Context: an optimization exercise on an open-source flow, tuned for small area, a short achievable clock period and few clock cycles. The choices shown serve that exercise and are no tape-out recipe. At most, simulation tests tie the RTL to the original design; equivalence was not proved. The RTL of runs 1 to 3 was laid out without a check of its function.

File: flow/run.sh
#!/bin/bash
# synth_recipe.tcl (not shown) runs the flow's synth.tcl, then flattens the netlist and writes it again
# the make line also repeats each setting of config.mk as NAME=value (left out here)
make -C /OpenROAD-flow-scripts/flow DESIGN_CONFIG=/design/flow/config.mk WORK_HOME=/design/flow/orfs CLKGATE_MAP_FILE= SYNTH_SCRIPT=/design/flow/synth_recipe.tcl finish
File: flow/config.mk
export PLATFORM = sky130hd
export DESIGN_NAME = dds_spi_command_framer_core
export DESIGN_NICKNAME = dds_spi_command_framer_core
export VERILOG_FILES = /design/flow/design.v
export SDC_FILE = /design/flow/constraint.sdc
export NUM_CORES = 4
export LEC_CHECK = 0
export ABC_AREA = 1
export CAP_MARGIN = 20
export CORE_MARGIN = 2
export CORE_UTILIZATION = 40
export SETUP_SLACK_MARGIN = 2
export SLEW_MARGIN = 20
File: flow/constraint.sdc
create_clock -name core_clock -period 10.0 [get_ports {clk}]
set_input_delay 2.0000 -clock core_clock [delete_from_list [all_inputs] [get_ports {clk}]]
set_output_delay 2.0000 -clock core_clock [all_outputs]
set_load 0.01 [all_outputs]
File: flow/design.v
`default_nettype none
package dsf_pkg;
  localparam logic [1:0] OP_FREQ     = 2'd0;
  localparam logic [1:0] OP_AMP      = 2'd1;
  localparam logic [1:0] OP_PHASE    = 2'd2;
  localparam logic [1:0] OP_FREQ_ALL = 2'd3;
  localparam logic [6:0] SELECT_ADDR_RESET = 7'd0;
  localparam logic [6:0] FREQ_ADDR_RESET   = 7'd4;
  localparam logic [6:0] AMP_ADDR_RESET    = 7'd6;
  localparam logic [6:0] PHASE_ADDR_RESET  = 7'd5;
  localparam logic [22:0] DIV_FREQ = 23'd1953125;
  localparam logic [22:0] DIV_PHASE = 23'd1474560;
  localparam logic [24:0] PHASE_FULL = 25'd23592960;
  localparam logic [24:0] PHASE_TOP  = 25'd23593680;
  function automatic logic [23:0] borrows(input logic [22:0] x, input logic [22:0] d, input int w);
    logic [22:0] g, p, g2, p2;
    logic [23:0] b;
    for (int i = 0; i < 23; i++) begin
      g[i] = (i < w) && d[i] && !x[i];
      p[i] = (i < w) && (d[i] || !x[i]);
    end
    for (int s = 1; s < 23; s = s * 2) begin
      for (int i = 0; i < 23; i++) begin
        if (i >= s) begin
          g2[i] = g[i] | (p[i] & g[i-s]);
          p2[i] = p[i] & p[i-s];
        end else begin
          g2[i] = g[i];
          p2[i] = p[i];
        end
      end
      g = g2;
      p = p2;
    end
    b[0] = 1'b0;
    for (int i = 0; i < 23; i++) b[i+1] = g[i];
    borrows = b;
  endfunction
  function automatic logic [24:0] sub25(input logic [24:0] x, input logic [24:0] d);
    logic [24:0] g, p, g2, p2;
    logic [25:0] b;
    for (int i = 0; i < 25; i++) begin
      g[i] = d[i] && !x[i];
      p[i] = d[i] || !x[i];
    end
    for (int s = 1; s < 25; s = s * 2) begin
      for (int i = 0; i < 25; i++) begin
        if (i >= s) begin
          g2[i] = g[i] | (p[i] & g[i-s]);
          p2[i] = p[i] & p[i-s];
        end else begin
          g2[i] = g[i];
          p2[i] = p[i];
        end
      end
      g = g2;
      p = p2;
    end
    b[0] = 1'b0;
    for (int i = 0; i < 25; i++) b[i+1] = g[i];
    sub25 = x ^ d ^ b[24:0];
  endfunction
endpackage
`default_nettype wire
`default_nettype none
module dsf_calc #(
  parameter int K = 1
) (
  input  wire logic         phase,
  input  wire logic [20:0]  a,
  input  wire logic [K-1:0] din,
  output logic [20:0]       a_next,
  output logic [K-1:0]      q
);
  localparam int W = 21 + K;
  localparam int M = (1 << K) - 1;
  logic [W-1:0] x;
  logic [M:1]   gef, gep;
  logic [23:0]  bf [M+1];
  logic [23:0]  bp [M+1];
  logic [22:0]  df [M+1];
  logic [22:0]  dp [M+1];
  logic [M:0]   sel;
  logic [W-1:0] flip;
  assign x = {a, din};
  always_comb begin
    for (int j = 1; j <= M; j++) begin
      df[j] = 23'(dsf_pkg::DIV_FREQ * j);
      dp[j] = 23'(dsf_pkg::DIV_PHASE * j);
      bf[j] = dsf_pkg::borrows(23'(x), df[j], W);
      bp[j] = dsf_pkg::borrows(23'(x), dp[j], W);
      gef[j] = !bf[j][W];
      gep[j] = !bp[j][W];
    end
    df[0] = '0;
    dp[0] = '0;
    bf[0] = '0;
    bp[0] = '0;
  end
  always_comb begin
    logic [M+1:1] ge;
    ge[M+1] = 1'b0;
    for (int j = 1; j <= M; j++) ge[j] = phase ? gep[j] : gef[j];
    sel[0] = !ge[1];
    for (int j = 1; j <= M; j++) sel[j] = ge[j] && !ge[j+1];
    q = '0;
    for (int j = 1; j <= M; j++) if (sel[j]) q = K'(j);
  end
  always_comb begin
    for (int i = 0; i < W; i++) begin
      flip[i] = 1'b0;
      for (int j = 1; j <= M; j++) begin
        flip[i] = flip[i] | (sel[j] & (phase ? (dp[j][i] ^ bp[j][i]) : (df[j][i] ^ bf[j][i])));
      end
    end
  end
  assign a_next = x[20:0] ^ flip[20:0];
endmodule
`default_nettype wire
`default_nettype none
module dds_spi_command_framer_core (
  input  wire logic        clk,
  input  wire logic        rst,
  input  wire logic        cmd_valid,
  output logic             cmd_ready,
  input  wire logic [1:0]  cmd_op,
  input  wire logic [2:0]  cmd_channel,
  input  wire logic [28:0] cmd_frequency_hz,
  input  wire logic [15:0] cmd_amplitude_word,
  input  wire logic [25:0] cmd_phase_deg_q16,
  output logic             spi_valid,
  input  wire logic        spi_ready,
  output logic [7:0]       spi_byte,
  output logic             spi_frame_end,
  output logic             spi_last,
  input  wire logic        cfg_wr_en,
  input  wire logic [1:0]  cfg_index,
  input  wire logic [6:0]  cfg_data
);
  logic [6:0]  sel_addr, freq_addr, amp_addr, phase_addr;
  logic        busy;
  logic [1:0]  op;
  logic [1:0]  ch;
  logic [2:0]  idx;
  logic [20:0] a;
  logic [31:0] q;
  logic        out_valid;
  logic [7:0]  out_byte;
  logic        out_frame_end;
  logic        out_last;
  logic        adv;
  logic        dv;
  logic [2:0]  lidx;
  logic        pair_end;
  logic        cmd_end;
  logic        take;
  logic        keep;
  logic        step_en;
  logic [6:0]  val_addr;
  logic [7:0]  byte_next;
  logic [20:0] sa [4];
  logic [31:0] sq2, sq5;
  logic        is_phase;
  logic        last_byte;
  logic [24:0] ph_num;
  logic [20:0] a_init;
  logic [31:0] q_init;
  always_ff @(posedge clk) begin
    if (rst) begin
      sel_addr   <= dsf_pkg::SELECT_ADDR_RESET;
      freq_addr  <= dsf_pkg::FREQ_ADDR_RESET;
      amp_addr   <= dsf_pkg::AMP_ADDR_RESET;
      phase_addr <= dsf_pkg::PHASE_ADDR_RESET;
    end else if (cfg_wr_en) begin
      case (cfg_index)
        2'd0: sel_addr   <= cfg_data;
        2'd1: freq_addr  <= cfg_data;
        2'd2: amp_addr   <= cfg_data;
        default: phase_addr <= cfg_data;
      endcase
    end
  end
  assign adv      = !out_valid || spi_ready;
  assign last_byte = (idx == 3'd6);
  assign pair_end = (idx == lidx);
  assign cmd_end  = pair_end && ((op != dsf_pkg::OP_FREQ_ALL) || (ch == 2'd3));
  assign cmd_ready = !busy || (adv && cmd_end);
  assign take     = cmd_valid && cmd_ready;
  assign keep     = (cmd_op == dsf_pkg::OP_FREQ_ALL) || !cmd_channel[2];
  assign step_en  = busy && adv && dv;
  always_comb begin
    case (op)
      dsf_pkg::OP_AMP:   lidx = 3'd5;
      dsf_pkg::OP_PHASE: lidx = 3'd4;
      default:           lidx = 3'd6;
    endcase
  end
  always_comb begin
    case (op)
      dsf_pkg::OP_AMP:   val_addr = amp_addr;
      dsf_pkg::OP_PHASE: val_addr = phase_addr;
      default:           val_addr = freq_addr;
    endcase
  end
  logic [1:0] qa, qb;
  logic       qc;
  logic       din_c;
  dsf_calc #(.K(2)) u_step0 (
    .phase (is_phase), .a (a), .din (q[31:30]), .a_next (sa[1]), .q (qa)
  );
  dsf_calc #(.K(2)) u_step1 (
    .phase (is_phase), .a (sa[1]), .din (q[29:28]), .a_next (sa[2]), .q (qb)
  );
  assign din_c = q[27] && !last_byte;
  dsf_calc #(.K(1)) u_step2 (
    .phase (is_phase), .a (sa[2]), .din (din_c), .a_next (sa[3]), .q (qc)
  );
  assign sq2 = {q[29:0], qa};
  assign sq5 = {q[26:0], qa, qb, qc};
  always_comb begin
    if (cmd_phase_deg_q16[25]) begin
      ph_num = dsf_pkg::PHASE_TOP;
    end else if (cmd_phase_deg_q16[24:0] > dsf_pkg::PHASE_FULL) begin
      ph_num = dsf_pkg::PHASE_TOP - dsf_pkg::PHASE_FULL;
    end else begin
      ph_num = ~dsf_pkg::sub25(cmd_phase_deg_q16[24:0], dsf_pkg::PHASE_TOP + 25'd1);
    end
  end
  always_comb begin
    case (cmd_op)
      dsf_pkg::OP_PHASE: begin
        a_init = {5'd0, ph_num[24:9]};
        q_init = {ph_num[8:0], 23'd0};
      end
      dsf_pkg::OP_AMP: begin
        a_init = {3'd0, cmd_frequency_hz[28:11]};
        q_init = {8'h00, cmd_amplitude_word[15:8] | 8'h10, cmd_amplitude_word[7:0], 8'h00};
      end
      default: begin
        a_init = {3'd0, cmd_frequency_hz[28:11]};
        q_init = {cmd_frequency_hz[10:0], 21'd0};
      end
    endcase
  end
  always_comb begin
    case (idx)
      3'd0:    byte_next = {1'b0, sel_addr};
      3'd1:    byte_next = 8'h10 << ch;
      3'd2:    byte_next = {1'b0, val_addr};
      3'd3:    byte_next = dv ? q[11:4] : q[31:24];
      3'd4:    byte_next = dv ? q[8:1]  : q[23:16];
      3'd5:    byte_next = dv ? sq2[7:0] : q[15:8];
      default: byte_next = dv ? sq5[7:0] : q[7:0];
    endcase
  end
  always_ff @(posedge clk) begin
    if (rst) begin
      busy      <= 1'b0;
      out_valid <= 1'b0;
    end else begin
      if (adv) begin
        out_valid <= busy;
      end
      if (cmd_ready) begin
        busy <= cmd_valid && keep;
      end
    end
  end
  always_ff @(posedge clk) begin
    if (take) begin
      op  <= cmd_op;
      is_phase <= (cmd_op == dsf_pkg::OP_PHASE);
      dv  <= (cmd_op != dsf_pkg::OP_AMP);
      ch  <= (cmd_op == dsf_pkg::OP_FREQ_ALL) ? 2'd0 : cmd_channel[1:0];
      idx <= 3'd0;
      a   <= a_init;
      q   <= q_init;
    end else begin
      if (busy && adv) begin
        if (pair_end) begin
          idx <= 3'd0;
          dv  <= 1'b0;
          ch  <= ch + 2'd1;
        end else begin
          idx <= idx + 3'd1;
        end
      end
      if (step_en) begin
        a <= sa[3];
        q <= sq5;
      end
    end
  end
  always_ff @(posedge clk) begin
    if (busy && adv) begin
      out_byte      <= byte_next;
      out_frame_end <= (idx == 3'd1) || pair_end;
      out_last      <= cmd_end;
    end
  end
  assign spi_valid     = out_valid;
  assign spi_byte      = out_byte;
  assign spi_frame_end = out_frame_end;
  assign spi_last      = out_last;
endmodule
`default_nettype wire
==> results of run 1 <==
per-layer routing:
| layer | part of all wire, % | routed length, um |
|---|---|---|
| met3 | 7.6 | 2856 |
| met4 | 3.3 | 1235 |
| met5 | 0 | 0 |
| met1 | 47 | 17600 |
| met2 | 42 | 15990 |
final cells by class:
class | count | area [sq um] | share of cell area, %
tap | 335 | 419.2 | 3.483
timing repair buffer | 105 | 1039 | 8.629
multi-input combinational | 1371 | 6798 | 56.48
clock inverter | 7 | 86.33 | 0.7173
inverter | 194 | 735.7 | 6.113
sequential | 102 | 2733 | 22.71
clock buffer | 9 | 225.2 | 1.871
Yosys cell counts (6+ instances only):
library cell	number	area (sq um)
buf_4	8	60.06
buf_2	9	45.04
a32oi_1	8	70.07
inv_2	30	112.6
a21oi_1	96	480.5
nor3_1	25	125.1
o21ai_0	116	580.6
nand2_2	40	250.2
clkbuf_1	31	116.4
a22oi_1	9	67.56
nor2_2	11	68.82
edfxtp_1	69	2072
a31oi_1	7	43.79
nand2_1	446	1674
buf_6	9	101.4
inv_1	160	600.6
o211ai_1	10	75.07
nand4_1	76	475.5
nor2_1	215	807.0
ha_1	17	212.7
dfxtp_1	33	660.6
nand3_2	21	210.2
a221oi_1	6	52.55
o21ai_1	7	35.03
nand3_1	202	1011
sequential cells by signal, summed over array words and instances, names as in the netlist:
| register | cells |
|---|---|
| out_last | 1 |
| out_valid | 1 |
| dv | 1 |
| a | 21 |
| is_phase | 1 |
| ch | 2 |
| q | 32 |
| busy | 1 |
| amp_addr | 7 |
| out_byte | 8 |
| freq_addr | 7 |
| phase_addr | 7 |
| idx | 3 |
| out_frame_end | 1 |
| sel_addr | 7 |
| op | 2 |
per-stage QoR:
| stage | utilization (%) |
|---|---|
| global placement | 44.99 |
| global route | 46.19 |
| detailed placement | 44.99 |
| floorplan | - |
| finish | 46.19 |
| CTS | 46.19 |
final timing paths:
| kind | to | slack, ps | cells after the start |
|---|---|---|---|
| worst max-delay path | a[15] | 3960 | 30 |
| worst min-delay path | freq_addr[2] | 460 | 2 |
| worst max register to register | a[15] | 3960 | 30 |
| worst min register to register | freq_addr[2] | 460 | 2 |
layout by cell type (no fill, tap or decap), types with 25 or more instances in the layout:
| cell type | n |
|---|---|
| nand3_1 | 202 |
| nand4_1 | 76 |
| nand2_2 | 41 |
| inv_1 | 159 |
| a21oi_1 | 96 |
| nand2_1 | 445 |
| nor2_1 | 215 |
| inv_2 | 31 |
| clkdlybuf4s50_1 | 100 |
| o21ai_0 | 115 |
| edfxtp_1 | 69 |
| dfxtp_1 | 33 |
| nor3_1 | 25 |
cells by family after synthesis:
logic type               count (synthesis)  share of synthesized area [%]
AND/OR/NAND/NOR                       1061                          45.99
AO/OA/AOI/OAI                          287                          15.45
buffers and inverters                  256                          10.32
flip-flops                             102                          25.75
adder cells (fa/ha/maj)                 17                          2.004
XOR/XNOR                                 6                         0.4952
critical path: cells and delay by family, from the launching register on:
family | cells | cell delay [ps]
AND/OR/NAND/NOR | 26 | 3730
AO/OA/AOI/OAI | 2 | 1080
flip-flops | 1 | 550
buffers and inverters | 2 | 350
==> flow_metrics.tcl, run 1 <==
set metrics [dict create \
    yosysSeqAreaShare_pct 25.75 \
    drc 0 \
    grt_pass1_vias 10901 \
    setup_tns_ps 0 \
    post-cts-setup-buffer-count 0 \
    grtUsageMet3_pct 2.994 \
    wl_per_cell_um 17.75 \
    clkTransAtPathRegs_ps 90 \
    crit_path_top_delay_cell "a21oi_4" \
    antenna_found_initial 0 \
    crit_start "q[31]" \
    nFillCells 2769 \
    worst_ep_arrival_time_ps 6140 \
    busiest_layer "met2" \
    gp_congestion 0.9443 \
    vias 12082 \
    rsz0062_at_grt "false" \
    io_buffers 100 \
    cts_buffer_depth 2 \
    grt_usage_pct 26.30 \
    grt_max_degree 60 \
    relSlewSlack_pct 39.78 \
    min_period_ps 6036 \
    cp-start-kind "flop" \
    synthDistinctLibCells 55 \
    dpl.hpwl_mm 29.29 \
    num_io_pins 102 \
    final_cell_count_no_fill 2123 \
    dr.first_iter.drc_count 1359 \
    rows 59 \
    grt_pass1_wl_mm 59.11 \
    outcome "timing/DRC/antenna clean" \
    drtPass1Iterations 8 \
    fin_crit_sh_pct 60.36 \
    dp.cells 2107 \
    timing_hold_violations_final 0 \
    cts_resized 0 \
    hold_ws_ps 458.1 \
    end_kind "flop" \
    die_y_um 166.9 \
    routed_wl_mm 37.69 \
    grt.overflow.total 0 \
    postSynthAreaPerCell_sq_um 6.137 \
    cpMostUsedCell "nand2_1" \
    synth_enable_flop_cells 69 \
    drv_cap 0 \
    syn_inst 1729 \
    fmax_mhz 165.7 \
    cts_root_buf "clkbuf_16" \
    fp.dieW_um 166.9 \
    synth_flop_cell "edfxtp_1" \
    cp_data_required_time_ps 10100 \
    placed_area_sq_um 11720 \
    yosys_register_bits 102 \
    final_cell_area_sq_um 12040 \
    holdCritStartpoint "freq_addr[2]" \
    area_delta_synth_final_pct 13.42 \
    max_stage_delay_ps 700 \
    worst_clock_skew_ps 17.55 \
    cp_max_fo 22 \
    num_antenna_cells 0 \
    drive_gt1_share_pct 8.277 \
    num-nets-final 1890 \
    tightest_slew_ps 899.9 \
    rr_startpoint "q[31]" \
    fin_ws_ps 3964 \
    async_flop_share_pct 0 \
    place_ws_ps 4223 \
    crit_type "flop to flop" \
    use_met1_pct 39.12 \
    hp-class "flop to flop" \
    cts.sinks 102 \
    met2_usage_pct 39.29 \
    cts_made_buffers 9 \
    dieArea_sq_um 27850 \
    cts_max_level 3 \
    ctsHoldBuffers 0 \
    synth_area_sq_um 10610 \
    maxSlewViolCount 0 \
    clkLatencyLatePin_ps 370 \
    initial_utilization_pct 40.72 \
    synth_fp_nets 1836 \
    cts_tree "built" \
    detail-route-antenna-nets 0 \
    yosysWarningCount 12 \
    core-area_sq_um 26060 \
    finalSetupViolCount 0 \
    routed_via_density 5.691 \
]
==> run 2: changes to the inputs <==
--- a/flow/config.mk
+++ b/flow/config.mk
@@ -9,5 +9,5 @@
 export CAP_MARGIN = 20
 export CORE_MARGIN = 2
 export CORE_UTILIZATION = 40
-export SETUP_SLACK_MARGIN = 2
+export SETUP_SLACK_MARGIN = 5
 export SLEW_MARGIN = 20
==> run 2 against run 1 <==
Against the previous run:
- maximum frequency up 24%
- clock skew decreased by 5.0 ps
- sequential share of layout area down 3.1 points
- largest cell class unchanged
- utilization up 7.3 points
- design area rose by 16%
- highest routed layer unchanged
==> flow_metrics.tcl, run 2 <==
set metrics [dict create \
    outcome "timing/DRC/antenna clean" \
    holdCritStartpoint "freq_addr[2]" \
    critPathBufInv 3 \
    setup_tns_ps 0 \
    core-area_sq_um 26060 \
    largest_reg_flops 32 \
    cts_made_buffers 9 \
    rr_startpoint "a[13]" \
    clkTransAtPathRegs_ps 90 \
    synth_flop_cell "edfxtp_1" \
    grt_pass1_wl_mm 60.89 \
    crit_chain "clkdlybuf4s50_1 -> inv_1 -> nand2_2 -> nand2_1 -> nand2_2 -> buf_2" \
    largestRegisters "q x32, a x21, out_byte x8" \
    cpLargestDelayFamily "buffers and inverters" \
    antenna_found_initial 0 \
    fin_crit_sh_pct 48.55 \
    synth.area.top_cells "edfxtp_1, nand2_1, nand3_1, nor2_1, dfxtp_1" \
    hp-class "flop to flop" \
    hold_end "freq_addr[2]" \
    dr.first_iter.drc_count 1452 \
    routed_via_density 5.773 \
    cpMostUsedCell "nand2_2" \
    num_io_pins 102 \
    cts_root_buf "clkbuf_16" \
    relSlewSlack_pct 28.69 \
    vias 12948 \
    final_cell_count_no_fill 2243 \
    hold_ws_ps 460.8 \
    clkLatencyLatePin_ps 370 \
    final_common_cell "nand2_1" \
    num-nets-final 2010 \
    cts_max_level 3 \
    synth_area_sq_um 10610 \
    detail-route-antenna-nets 0 \
    cts_tree "built" \
    worst_clock_skew_ps 12.56 \
    timing_hold_violations_final 0 \
    yosys_register_bits 102 \
    crit_type "input pin to primary output" \
    routed.top_layer "met4" \
    grt_usage_pct 27.19 \
    yosysSeqAreaShare_pct 25.75 \
    min_period_ps 4855 \
    cts.sinks 102 \
    synth_enable_flop_cells 69 \
    netlist.area_leader.share_pct 19.53 \
    grt.overflow.total 0 \
    synth_fp_nets 1836 \
    synth_commonest_cells "nand2_1, nor2_1, nand3_1" \
    grt_max_degree 65 \
    largest_register "q" \
    yosysWarningCount 12 \
    tightest_slew_ps 1066 \
    worstSetupPathDepth 6 \
    die_y_um 166.9 \
    drv_cap 0 \
    area_delta_synth_final_pct 31.39 \
    rows 59 \
    postSynthAreaPerCell_sq_um 6.137 \
    yosys.area.top_type "edfxtp_1" \
    drc 0 \
    drtPass1Iterations 6 \
    fp.dieW_um 166.9 \
    gp_congestion 0.9435 \
    fin_ws_ps 5145 \
    r2r_cells 31 \
    cts_buffer_depth 2 \
    wl_met3_mm 3.514 \
    io_buffers 100 \
    crit_path_top_delay_cell "clkdlybuf4s50_1" \
    cp_data_required_time_ps 8000 \
    nFillCells 2632 \
    wl_met2_mm 18.49 \
    cp-start-kind "input pin" \
    async_flop_share_pct 0 \
    worst_ep_arrival_time_ps 2850 \
    dpl.hpwl_mm 29.45 \
    grt_pass1_vias 11125 \
    routed_wl_mm 41.38 \
    post-route-util_pct 53.50 \
    num_antenna_cells 0 \
    fmax_mhz 206.0 \
    whs_path_depth 2 \
    maxSlewViolCount 0 \
    max_stage_delay_ps 460 \
    rrSetupSlack_ps 5180 \
    wl_per_cell_um 18.45 \
    end_kind "primary output" \
    synth_most_common_cell "nand2_1" \
    worstReg2RegEnd "a[15]" \
    drive_gt1_share_pct 19.55 \
    place_ws_ps 4191 \
    initial_utilization_pct 40.72 \
    mostFrequentLayoutCells "nand2_1, nor2_1, nand3_1, inv_1, o21ai_0" \
    rsz0062_at_grt "false" \
    synthDistinctLibCells 55 \
    finalSetupViolCount 0 \
    syn_inst 1729 \
    dieArea_sq_um 27850 \
    dp.cells 2107 \
    met1Wirelength_mm 18.41 \
    cp_max_fo 3 \
]
==> run 2: cell counts after synthesis <==
No cell type changed its count.
==> run 2: layer usage <==
layer / track usage [%] / up-vias
met5: 0 / -
met4: 6.897 / 0
met3: 3.256 / 88
met2: 42.24 / 665
met1: 39.96 / 5965
li1: - / 6230
==> run 2: logic make-up (layout without fill, tap and decap cells) <==
| logic type | Yosys count | after routing | synth area share, % |
|---|---|---|---|
| and+or+nand+nor | 1061 | 1066 | 45.99 |
| AOI/OAI and AO/OA | 287 | 288 | 15.45 |
| buffers and inverters | 256 | 429 | 10.32 |
| DFF | 102 | 102 | 25.75 |
| adders and majority gates | 17 | 17 | 2.004 |
| xor gates and xnor gates | 6 | 6 | 0.4952 |
==> run 2: cell type report <==
| class | count | area (sq um) | share of cell area, % |
|---|---|---|---|
| multi-input cells | 1377 | 7571 | 54.30 |
| clock inverters | 7 | 93.84 | 0.6731 |
| repair buffers | 217 | 2091 | 15.00 |
| clock buffers | 9 | 225.2 | 1.615 |
| repair inverters | 2 | 13.76 | 0.09872 |
| well taps | 335 | 419.2 | 3.006 |
| flip-flops and latches | 102 | 2733 | 19.60 |
| inverters | 194 | 795.8 | 5.708 |
==> run 2: through the flow <==
stage	area (sq um)
final	13940
after global placement	11720
after floorplan	10620
after global routing	13940
after CTS	12410
after detailed placement	11720
==> run 2: worst max path at each step <==
stage / start / end
finish: spi_ready / cmd_ready
global route: a[13] / a[15]
CTS: a[15] / a[15]
detailed placement: q[31] / a[15]
global placement: q[31] / a[15]
floorplan: cmd_phase_deg_q16[1] / a[14]
==> run 2: worst min-delay path: stages (launching register included) <==
cell,delay [ps]
dfxtp_1,330
nand2_1,50
nand3_1,50
==> run 2: repair_timing <==
action	4_1_cts	5_1_grt
hold buffers	0	0
buffers inserted	25	85
endpoints found under the setup margin	24	24
pin swaps	3	47
resized for setup	37	181
cloned	1	9
==> run 3: changes to the inputs <==
--- a/flow/design.v
+++ b/flow/design.v
@@ -21,16 +21,19 @@
     end
     for (int s = 1; s < 23; s = s * 2) begin
       for (int i = 0; i < 23; i++) begin
-        if (i >= s) begin
-          g2[i] = g[i] | (p[i] & g[i-s]);
-          p2[i] = p[i] & p[i-s];
-        end else begin
-          g2[i] = g[i];
-          p2[i] = p[i];
+        if ((i + 1) % (2 * s) == 0) begin
+          g[i] = g[i] | (p[i] & g[i-s]);
+          p[i] = p[i] & p[i-s];
+        end
+      end
+    end
+    for (int s = 16; s >= 1; s = s / 2) begin
+      for (int i = 0; i < 23; i++) begin
+        if ((i + 1) % (2 * s) == s && i >= 2 * s) begin
+          g[i] = g[i] | (p[i] & g[i-s]);
+          p[i] = p[i] & p[i-s];
         end
       end
-      g = g2;
-      p = p2;
     end
     b[0] = 1'b0;
     for (int i = 0; i < 23; i++) b[i+1] = g[i];
==> run 3 against run 2 <==
Against the previous run:
- cell count decreased by 9.6%
- die area down 7.2%
- flip-flop and latch count is the same
- synthesized area is 7.3% lower
- critical path depth is 32 higher
- maximum frequency is 3.8% lower
- synthesized cell count shrank 12%
- first-iteration DRC count fell by 29%
==> flow_metrics.tcl, run 3 <==
set metrics [dict create \
    finalSetupViolCount 0 \
    grt_pass1_wl_mm 53.40 \
    synth_commonest_cells "nand2_1, nor2_1, nand3_1" \
    final_cell_count_no_fill 2027 \
    yosys.area.top_type "edfxtp_1" \
    nFillCells 2379 \
    hp-class "flop to flop" \
    async_flop_share_pct 0 \
    dr.first_iter.drc_count 1026 \
    antenna_found_initial 0 \
    grt_usage_pct 25.88 \
    worst_clock_skew_ps 16.45 \
    detail-route-antenna-nets 0 \
    dieArea_sq_um 25850 \
    hold_end "phase_addr[0]" \
    mostFrequentLayoutCells "nand2_1, nor2_1, inv_1, nand3_1, clkdlybuf4s50_1" \
    initial_utilization_pct 40.55 \
    relSlewSlack_pct 32.90 \
    multi_input_area_sq_um 7159 \
    cts_max_level 3 \
    postSynthAreaPerCell_sq_um 6.478 \
    final_common_cell "nand2_1" \
    timing_hold_violations_final 0 \
    vias 11423 \
    max_stage_delay_ps 490 \
    synth_flop_cell "edfxtp_1" \
    dpl.hpwl_mm 24.15 \
    rows 57 \
    cp-start-kind "flop" \
    largest_reg_flops 32 \
    setup_tns_ps 0 \
    critPathBufInv 4 \
    cts_tree "built" \
    synthDistinctLibCells 64 \
    fin_crit_sh_pct 50.47 \
    tightest_slew_ps 1003 \
    min_period_ps 5047 \
    num_antenna_cells 0 \
    maxSlewViolCount 0 \
    grt_max_degree 83 \
    area_delta_synth_final_pct 34.56 \
    grt.overflow.total 0 \
    cp_max_fo 8 \
    drc 0 \
    num-nets-final 1805 \
    cts_made_buffers 9 \
    cpLargestDelayFamily "simple AND/OR/NAND/NOR gates" \
    rr_startpoint "a[4]" \
    num_io_pins 102 \
    clkLatencyLatePin_ps 380 \
    worstReg2RegEnd "a[0]" \
    drive_gt1_share_pct 24.25 \
    cts.sinks 102 \
    drtPass1Iterations 5 \
    fp.dieW_um 160.8 \
    crit_type "flop to flop" \
    worst_ep_arrival_time_ps 5170 \
    outcome "timing/DRC/antenna clean" \
    whs_path_depth 2 \
    synth_fp_nets 1625 \
    cts_root_buf "clkbuf_16" \
    largest_register "q" \
    routed_wl_mm 35.81 \
    yosysSeqAreaShare_pct 27.79 \
    cp_data_required_time_ps 10130 \
    end_kind "flop" \
    fmax_mhz 198.1 \
    r2r_cells 38 \
    yosysWarningCount 12 \
    synth_most_common_cell "nand2_1" \
    routed_via_density 5.635 \
    rsz0062_at_grt "true" \
    clkTransAtPathRegs_ps 80 \
    dp.cells 1895 \
    syn_inst 1518 \
    post-route-util_pct 54.57 \
    grt_pass1_vias 10076 \
    gp_congestion 0.9578 \
    largestRegisters "q x32, a x21, out_byte x8" \
    crit_path_top_delay_cell "edfxtp_1" \
    die_y_um 160.8 \
    synth_enable_flop_cells 69 \
    netlist.area_leader.share_pct 21.07 \
    holdCritStartpoint "phase_addr[0]" \
    io_buffers 100 \
    synth.area.top_cells "edfxtp_1, nand2_1, nand3_1, nor2_1, dfxtp_1" \
    rrSetupSlack_ps 4950 \
    regArea_sq_um 2733 \
    wl_per_cell_um 17.67 \
    yosys_register_bits 102 \
    synth_area_sq_um 9833 \
    drv_cap 0 \
    cpMostUsedCell "nand2_2" \
    core-area_sq_um 24250 \
    cts_buffer_depth 2 \
]
run 3: cell types whose count changed after synthesis, sizes merged, moves of 6 or more:
cell,delta
nand3b,+6
a21oi,-21
inv,-25
xor2,+9
nand4,-9
nand3,-73
o21ai,-10
nor2,-37
nand2,-50
o211ai,+8
run 3: timing repair:
item,CTS,global route
buffers inserted,47,59
endpoints found under the setup margin,24,24
gates cloned,8,2
pin swaps,31,110
resized for setup,80,161
hold buffers,0,0
run 3: worst max path at each step:
stage	startpoint	end	slack, ps	cells after the start
2_1_floorplan	cmd_phase_deg_q16[0]	a[13]	5510	23
3_3_place_gp	q[31]	out_byte[0]	4020	40
3_5_place_dp	q[31]	a[7]	3970	37
4_1_cts	q[31]	a[12]	4990	39
5_1_grt	q[31]	a[12]	4670	45
6_report	a[4]	a[0]	4950	38
run 3: cells by family after synthesis:
kind of cell	share of synthesized area, %
buffers and inverters	9.696
flip-flops	27.79
XOR/XNOR	1.998
adder cells (fa/ha/maj)	2.163
AO/OA/AOI/OAI	15.80
AND/OR/NAND/NOR	42.55
run 3: layout make-up:
class                           count  area share, %
Multi-Input combinational cell   1203          54.11
Timing Repair Buffer              212          14.54
Clock inverter                      5         0.5201
Clock buffer                       11          2.080
Tap cell                          324          3.064
Inverter                          170          5.031
Sequential cell                   102          20.65
run 3: worst register-to-register path, delay by kind of cell (launching register included):
| kind | cells | cell delay (ps) |
|---|---|---|
| and+or+nand+nor | 28 | 2770 |
| xor gates and xnor gates | 2 | 380 |
| buffers and inverters | 4 | 510 |
| AOI/OAI and AO/OA | 4 | 690 |
| DFF | 1 | 490 |
run 3: routing by layer:
metal / part of all wire (%) / GRT usage, % / vias to the layer above
li1: - / - / 5510
met1: 44 / 37.50 / 5322
met2: 45 / 40.67 / 534
met3: 8.8 / 4.055 / 57
met4: 1.8 / 5.804 / 0
met5: 0 / 0 / -
run 3: per-stage QoR:
step	worst slack, ps	hold WS [ps]	instance area, sq um
2_1_floorplan	5508	423.6	9837
3_3_place_gp	4024	449.8	10990
3_5_place_dp	3967	455.9	10990
4_1_cts	4987	477.8	12160
5_1_grt	4666	497.1	13230
6_report	4953	475.7	13230
==> run 4: changes to the inputs <==
--- a/flow/design.v
+++ b/flow/design.v
@@ -21,19 +21,16 @@
     end
     for (int s = 1; s < 23; s = s * 2) begin
       for (int i = 0; i < 23; i++) begin
-        if ((i + 1) % (2 * s) == 0) begin
-          g[i] = g[i] | (p[i] & g[i-s]);
-          p[i] = p[i] & p[i-s];
-        end
-      end
-    end
-    for (int s = 16; s >= 1; s = s / 2) begin
-      for (int i = 0; i < 23; i++) begin
-        if ((i + 1) % (2 * s) == s && i >= 2 * s) begin
-          g[i] = g[i] | (p[i] & g[i-s]);
-          p[i] = p[i] & p[i-s];
+        if ((i / s) % 2 == 1) begin
+          g2[i] = g[i] | (p[i] & g[(i / s) * s - 1]);
+          p2[i] = p[i] & p[(i / s) * s - 1];
+        end else begin
+          g2[i] = g[i];
+          p2[i] = p[i];
         end
       end
+      g = g2;
+      p = p2;
     end
     b[0] = 1'b0;
     for (int i = 0; i < 23; i++) b[i+1] = g[i];
==> run 4 against run 3 <==
Against the previous run:
- critical endpoint is now cmd_ready
- register-to-register slack improved by 180 ps
- sequential share of layout area is 0.58 points higher
- flip-flop and latch count stayed put
- global-route usage shrank 0.53 points
- routed wire length down 1.3%
- still clean
- critical path type is now input pin to primary output
- worst hold slack got worse by 8.0 ps
- clock skew is 3.7 ps lower
- utilization down 1.6 points
==> flow_metrics.tcl, run 4 <==
set metrics [dict create \
    outcome "timing/DRC/antenna clean" \
    cp-start-kind "input pin" \
    largest_register "q" \
    rows 57 \
    min_period_ps 4878 \
    netlist.area_leader.share_pct 20.89 \
    cp_max_fo 3 \
    yosysWarningCount 12 \
    num_antenna_cells 0 \
    mostFrequentLayoutCells "nand2_1, nor2_1, inv_1, nand3_1, o21ai_0" \
    num_io_pins 102 \
    antenna_found_initial 0 \
    cts_buffer_depth 2 \
    multi_input_area_sq_um 6795 \
    async_flop_share_pct 0 \
    relSlewSlack_pct 36.89 \
    grt.overflow.total 0 \
    yosys.area.top_type "edfxtp_1" \
    core-area_sq_um 24320 \
    fmax_mhz 205.0 \
    hp-class "flop to flop" \
    gp_congestion 0.9111 \
    crit_path_top_delay_cell "clkdlybuf4s50_1" \
    dpl.hpwl_mm 24.65 \
    die_y_um 161.5 \
    cpMostUsedCell "nand2_1" \
    grt_max_degree 61 \
    cts_max_level 3 \
    final_cell_area_sq_um 12870 \
    rsz0062_at_grt "false" \
    cpLargestDelayFamily "buffers and inverters" \
    clkTransAtPathRegs_ps 80 \
    largestRegisters "q x32, a x21, out_byte x8" \
    ctsHoldBuffers 0 \
    postSynthAreaPerCell_sq_um 6.255 \
    synth_most_common_cell "nand2_1" \
    worst_ep_arrival_time_ps 2880 \
    drc 0 \
    synth_enable_flop_cells 69 \
    synthDistinctLibCells 58 \
    vias 11527 \
    cts_tree "built" \
    max_stage_delay_ps 450 \
    grt_pass1_wl_mm 53.07 \
    yosys_register_bits 102 \
    finalSetupViolCount 0 \
    synth_fp_nets 1693 \
    largest_reg_flops 32 \
    io_buffers 100 \
    crit_type "input pin to primary output" \
    cts_root_buf "clkbuf_16" \
    maxSlewViolCount 0 \
    nFillCells 2441 \
    drv_cap 0 \
    final_common_cell "nand2_1" \
    detail-route-antenna-nets 0 \
    worst_clock_skew_ps 12.72 \
    crit_chain "clkdlybuf4s50_1 -> inv_1 -> nand2_1 -> nand2_1 -> nand2_1 -> clkbuf_2" \
    end_kind "primary output" \
    dr.first_iter.drc_count 1324 \
    grt_pass1_vias 10141 \
    num-nets-final 1860 \
    synth_flop_cell "edfxtp_1" \
    fp.dieW_um 161.5 \
    routed_wl_mm 35.34 \
    tightest_slew_ps 938.0 \
    grt_usage_pct 25.34 \
    placed_area_sq_um 11090 \
    dieArea_sq_um 26080 \
    drive_gt1_share_pct 18.26 \
    cts.sinks 102 \
    cp_data_required_time_ps 8000 \
    fin_crit_sh_pct 48.78 \
    wl_per_cell_um 16.97 \
    yosysSeqAreaShare_pct 27.54 \
    clkLatencyLatePin_ps 370 \
    synth_commonest_cells "nand2_1, nor2_1, inv_1" \
    synth.area.top_cells "edfxtp_1, nand2_1, nand3_1, nor2_1, dfxtp_1" \
    area_delta_synth_final_pct 29.75 \
    timing_hold_violations_final 0 \
    synth_area_sq_um 9921 \
    drtPass1Iterations 6 \
    regArea_sq_um 2733 \
    syn_inst 1586 \
    cts_made_buffers 9 \
    setup_tns_ps 0 \
    initial_utilization_pct 40.79 \
    critPathBufInv 3 \
    routed_via_density 5.537 \
]
run 4: changes by cell type in the layout (fill, tap and decap cells not counted), moves of 12 or more:
cell     previous run  this run
inv_1             137       164
nand2_1           315       372
nand2_2            89        68
nand3_1           117       151
nand4_1            63        75
nor2_1            162       175
o21ai_0            98       110
run 4: logic make-up (layout without fill, tap and decap cells):
kind of cell    count (synthesis)  count (layout)  synth area share (%)
simple gates                  959             963                 43.86
compound gates                258             258                 15.22
buf+inv                       239             407                 10.06
flops                         102             102                 27.54
fa+ha+maj                      17              17                 2.144
xor+xnor                       11              11                 1.160
run 4: per-layer routing:
metal / vias to the layer above / wire length (um) / track usage, % / part of all wire, %
li1: 5679 / - / - / -
met1: 5347 / 15790 / 34.74 / 45
met2: 437 / 16590 / 41.88 / 47
met3: 64 / 2032 / 3.570 / 5.8
met4: 0 / 919 / 6.737 / 2.6
met5: - / 0 / 0 / 0
run 4: path summary, 6_finish.rpt:
check | startpoint | endpoint | slack, ps | cells past startpoint
setup / recovery | spi_ready | cmd_ready | 5120 | 6
hold / removal | amp_addr[2] | amp_addr[2] | 470 | 2
setup reg to reg | a[16] | a[1] | 5130 | 32
hold reg to reg | amp_addr[2] | amp_addr[2] | 470 | 2
run 4: cell type report:
cell class	count	area share, %
timing repair inverter	1	0.06804
tap	324	3.149
inverter	184	5.667
clock inverter	7	0.6901
multi-input combinational	1249	52.79
sequential	102	21.23
timing repair buffer	206	14.66
clock buffer	9	1.750
run 4: per-stage QoR:
stage          setup slack [ps]  utilization, %  instances  hold WS, ps
2_1_floorplan              5733               -       1586        423.6
3_3_place_gp               3413           45.60       1962        432.7
3_5_place_dp               3417           45.60       1962        447.8
4_1_cts                    4980           48.36       2001        471.5
5_1_grt                    4860           52.93       2082        492.9
6_report                   5122           52.93       2082        467.7
run 4: what timing repair did:
item | CTS | global route
cloned | 1 | 5
resized for setup | 38 | 128
pin swaps | 9 | 64
setup buffers | 22 | 76
endpoints found under the setup margin | 25 | 24
run 4: worst reg2reg max path, delay by kind of cell (launching register included):
| family | cells | cell delay, ps |
|---|---|---|
| flip-flops | 1 | 490 |
| AND/OR/NAND/NOR | 24 | 2940 |
| buffers and inverters | 5 | 630 |
| AO/OA/AOI/OAI | 3 | 570 |
Testbench counts of run 4, summed over its fixed seeds: cycles 10,932.
==> run 5: changes to the inputs <==
==> flow/flow/run.sh (new file) <==
#!/bin/bash
# The standard layout (standard synthesis included), with the port buffers
# made of sky130_fd_sc_hd__buf_1 instead of the delay cell buffer_ports picks
# by default. ORFS keeps each step's full log under orfs/logs; make's own
# output goes to make_finish.log here.
set -euo pipefail
bash standard.sh "BUFFER_PORTS_ARGS=-buffer_cell sky130_fd_sc_hd__buf_1" finish > make_finish.log 2>&1
==> flow/standard.sh (new file) <==
#!/bin/bash
# synth_recipe.tcl (not shown) runs the flow's synth.tcl, then flattens the netlist and writes it again
# the make line also repeats each setting of config.mk as NAME=value (left out here)
make -C /OpenROAD-flow-scripts/flow DESIGN_CONFIG=/design/flow/config.mk WORK_HOME=/design/flow/orfs CLKGATE_MAP_FILE= SYNTH_SCRIPT=/design/flow/synth_recipe.tcl "${@:-finish}"
removed: flow/run.sh
==> run 5 against run 4 <==
Against the previous run:
- count of clock-buffer cells in the layout unchanged
- synthesized cell count unchanged
- sequential share of layout area is 1.3 points higher
- global-route usage shrank 0.72 points
- first-iteration DRC count down 1.7%
- critical path type is now flop to flop
==> flow_metrics.tcl, run 5 <==
set metrics [dict create \
    mostFrequentLayoutCells "nand2_1, nor2_1, inv_1, nand3_1, o21ai_0" \
    cts.sinks 102 \
    cp_data_required_time_ps 10230 \
    dpl.hpwl_mm 24.37 \
    whs_path_depth 2 \
    cts_max_level 3 \
    crit_start "a[12]" \
    synth_enable_flop_cells 69 \
    drc 0 \
    cts_buffer_depth 2 \
    dr.first_iter.drc_count 1301 \
    fin_crit_sh_pct 49.17 \
    dieArea_sq_um 26080 \
    final_common_cell "nand2_1" \
    fmax_mhz 203.4 \
    die_y_um 161.5 \
    synth.area.top_cells "edfxtp_1, nand2_1, nand3_1, nor2_1, dfxtp_1" \
    place_ws_ps 3725 \
    rows 57 \
    wl_per_cell_um 16.73 \
    r2r_cells 33 \
    clkLatencyLatePin_ps 370 \
    worstReg2RegEnd "a[1]" \
    fin_ws_ps 5083 \
    timing_hold_violations_final 0 \
    multi_input_area_sq_um 6792 \
    cts_made_buffers 9 \
    dp.cells 1963 \
    synth_most_common_cell "nand2_1" \
    met2_usage_pct 40.87 \
    largest_register "q" \
    synth_top_family_by_area "simple AND/OR/NAND/NOR gates" \
    syn_inst 1586 \
    detail-route-antenna-nets 0 \
    synthAdderAreaFrac_pct 2.144 \
    worst_clock_skew_ps 16.30 \
    hp-class "flop to flop" \
    regArea_sq_um 2733 \
    num_antenna_cells 0 \
    crit_path_top_delay_cell "edfxtp_1" \
    cpMostUsedCell "nand2_2" \
    grt_usage_pct 24.62 \
    drtPass1Iterations 6 \
    muxShareOfSynthArea_pct 0 \
    grt_pass1_vias 9944 \
    yosys.area_share.simple_pct 43.86 \
    postSynthAreaPerCell_sq_um 6.255 \
    rsz0062_at_grt "true" \
    drive_gt1_share_pct 17.59 \
    synthDistinctLibCells 58 \
    synth-compound-area-share_pct 15.22 \
    antenna_found_initial 0 \
    clkTransAtPathRegs_ps 90 \
    yosys.area.top_type "edfxtp_1" \
    grt_max_degree 66 \
    yosysWarningCount 12 \
    initial_utilization_pct 40.79 \
    min_period_ps 4917 \
    busiest_layer "met2" \
    relSlewSlack_pct 41.81 \
    largest_reg_flops 32 \
    holdCritStartpoint "phase_addr[0]" \
    maxSlewViolCount 0 \
    async_flop_share_pct 0 \
    synthXorXnorAreaFrac_pct 1.160 \
    final_cell_count_no_fill 2069 \
    grtUsageMet3_pct 2.260 \
    setup_tns_ps 0 \
    synth_flop_cell "edfxtp_1" \
    synth_commonest_cells "nand2_1, nor2_1, inv_1" \
    ctsHoldBuffers 0 \
    cts_tree "built" \
    finalSetupViolCount 0 \
    yosysSeqAreaShare_pct 27.54 \
    tightest_slew_ps 866.3 \
    fp.dieW_um 161.5 \
    synth_fp_nets 1693 \
    worst_ep_arrival_time_ps 5150 \
    crit_path_end "a[1]" \
    cp-start-kind "flop" \
    rr_startpoint "a[12]" \
    cp_max_fo 8 \
    netlist.area_leader.share_pct 20.89 \
    area_delta_synth_final_pct 22.49 \
    cts_root_buf "clkbuf_16" \
    core-area_sq_um 24320 \
    io_buffers 100 \
    outcome "timing/DRC/antenna clean" \
    yosys_register_bits 102 \
    num-nets-final 1847 \
    routed_wl_mm 34.62 \
    gp_congestion 0.9471 \
    end_kind "flop" \
    largestRegisters "q x32, a x21, out_byte x8" \
    grt.overflow.total 0 \
    drv_cap 0 \
    routed_via_density 5.579 \
    synth_area_sq_um 9921 \
    grt_pass1_wl_mm 51.52 \
    crit_type "flop to flop" \
    use_met1_pct 34.20 \
    num_io_pins 102 \
    max_stage_delay_ps 540 \
    vias 11542 \
    rrSetupSlack_ps 5080 \
    nFillCells 2510 \
]
[run 5: cell counts after synthesis]
No cell type changed its count.
[run 5: cells by family after synthesis]
kind of cell | count (synthesis)
DFF | 102
buffers and inverters | 239
xor gates and xnor gates | 11
adders and majority gates | 17
AOI/OAI and AO/OA | 258
and+or+nand+nor | 959
[run 5: metrics by stage]
| step | area, sq um | hold WS, ps | util [%] |
|---|---|---|---|
| finish | 12150 | 461.5 | 49.97 |
| CTS | 11160 | 466.0 | 45.90 |
| floorplan | 9925 | 423.6 | - |
| global placement | 10470 | 433.3 | 43.06 |
| global route | 12150 | 498.5 | 49.97 |
| detailed placement | 10470 | 443.9 | 43.06 |
[run 5: repair_timing]
item | 4_1_cts | 5_1_grt
gates cloned | 1 | 7
buffers inserted | 25 | 57
pin swaps | 9 | 54
resized for setup | 27 | 132
endpoints found under the setup margin | 23 | 23
hold endpoints to repair | 0 | 0
[run 5: worst min path at each step]
| stage | to | slack [ps] |
|---|---|---|
| floorplan | freq_addr[2] | 420 |
| global route | phase_addr[0] | 500 |
| CTS | phase_addr[0] | 470 |
| detailed placement | phase_addr[0] | 440 |
| finish | phase_addr[0] | 460 |
| global placement | freq_addr[2] | 430 |
[run 5: metal layers]
metal | share of wire (%) | up-vias | wire, um
met1 | 44 | 5315 | 15210
met2 | 47 | 488 | 16130
met5 | 0 | - | 0
met3 | 6.7 | 72 | 2319
li1 | - | 5667 | -
met4 | 2.8 | 0 | 964
[run 5: critical path, delay by kind of cell, from the launching register on]
kind | cells | cell delay [ps]
simple gates | 29 | 3660
compound gates | 2 | 360
buf+inv | 2 | 230
flops | 1 | 540
[run 5: cell type report]
| cell class | instances | area share [%] |
|---|---|---|
| tap | 324 | 3.336 |
| clock buffer | 9 | 1.853 |
| timing repair inverter | 1 | 0.07208 |
| timing repair buffer | 192 | 9.699 |
| sequential | 102 | 22.49 |
| clock inverter | 7 | 0.7516 |
| multi-input combinational | 1250 | 55.89 |
| inverter | 184 | 5.910 |

-- what the ideal ports hide --
In the flow no input, the clock included, has a driving cell. The finished layouts below were timed again as built, in two steps.
Step 1, drivers: a clkbuf_16 drives clk and a buf_2 each remaining input, both assumed.
Step 2, shift: input delay + t, output delay - t, t = (earliest + latest rising clock arrival at the registers) / 2. This alone moves slack from input paths to output paths.
a / b / c = no drivers / after step 1 / after step 2; a / b = the first two.
| run | t, ns | setup WS [ns] | worst setup path at the end |
|---|---|---|---|
| run 1 | 0.405 | 3.964 / 3.964 / 3.964 | register to register |
| run 2 | 0.409 | 5.145 / 5.115 / 4.872 | input to register |
| run 3 | 0.408 | 4.953 / 4.953 / 4.755 | input to register |
| run 4 | 0.412 | 5.122 / 5.096 / 4.847 | input to register |
| run 5 | 0.405 | 5.083 / 5.083 / 5.083 | register to register |
After both steps every run listed still meets setup and hold. The setup slack of run 4, which loses most, moves by -0.026 ns with the drivers and by -0.275 ns with both steps.
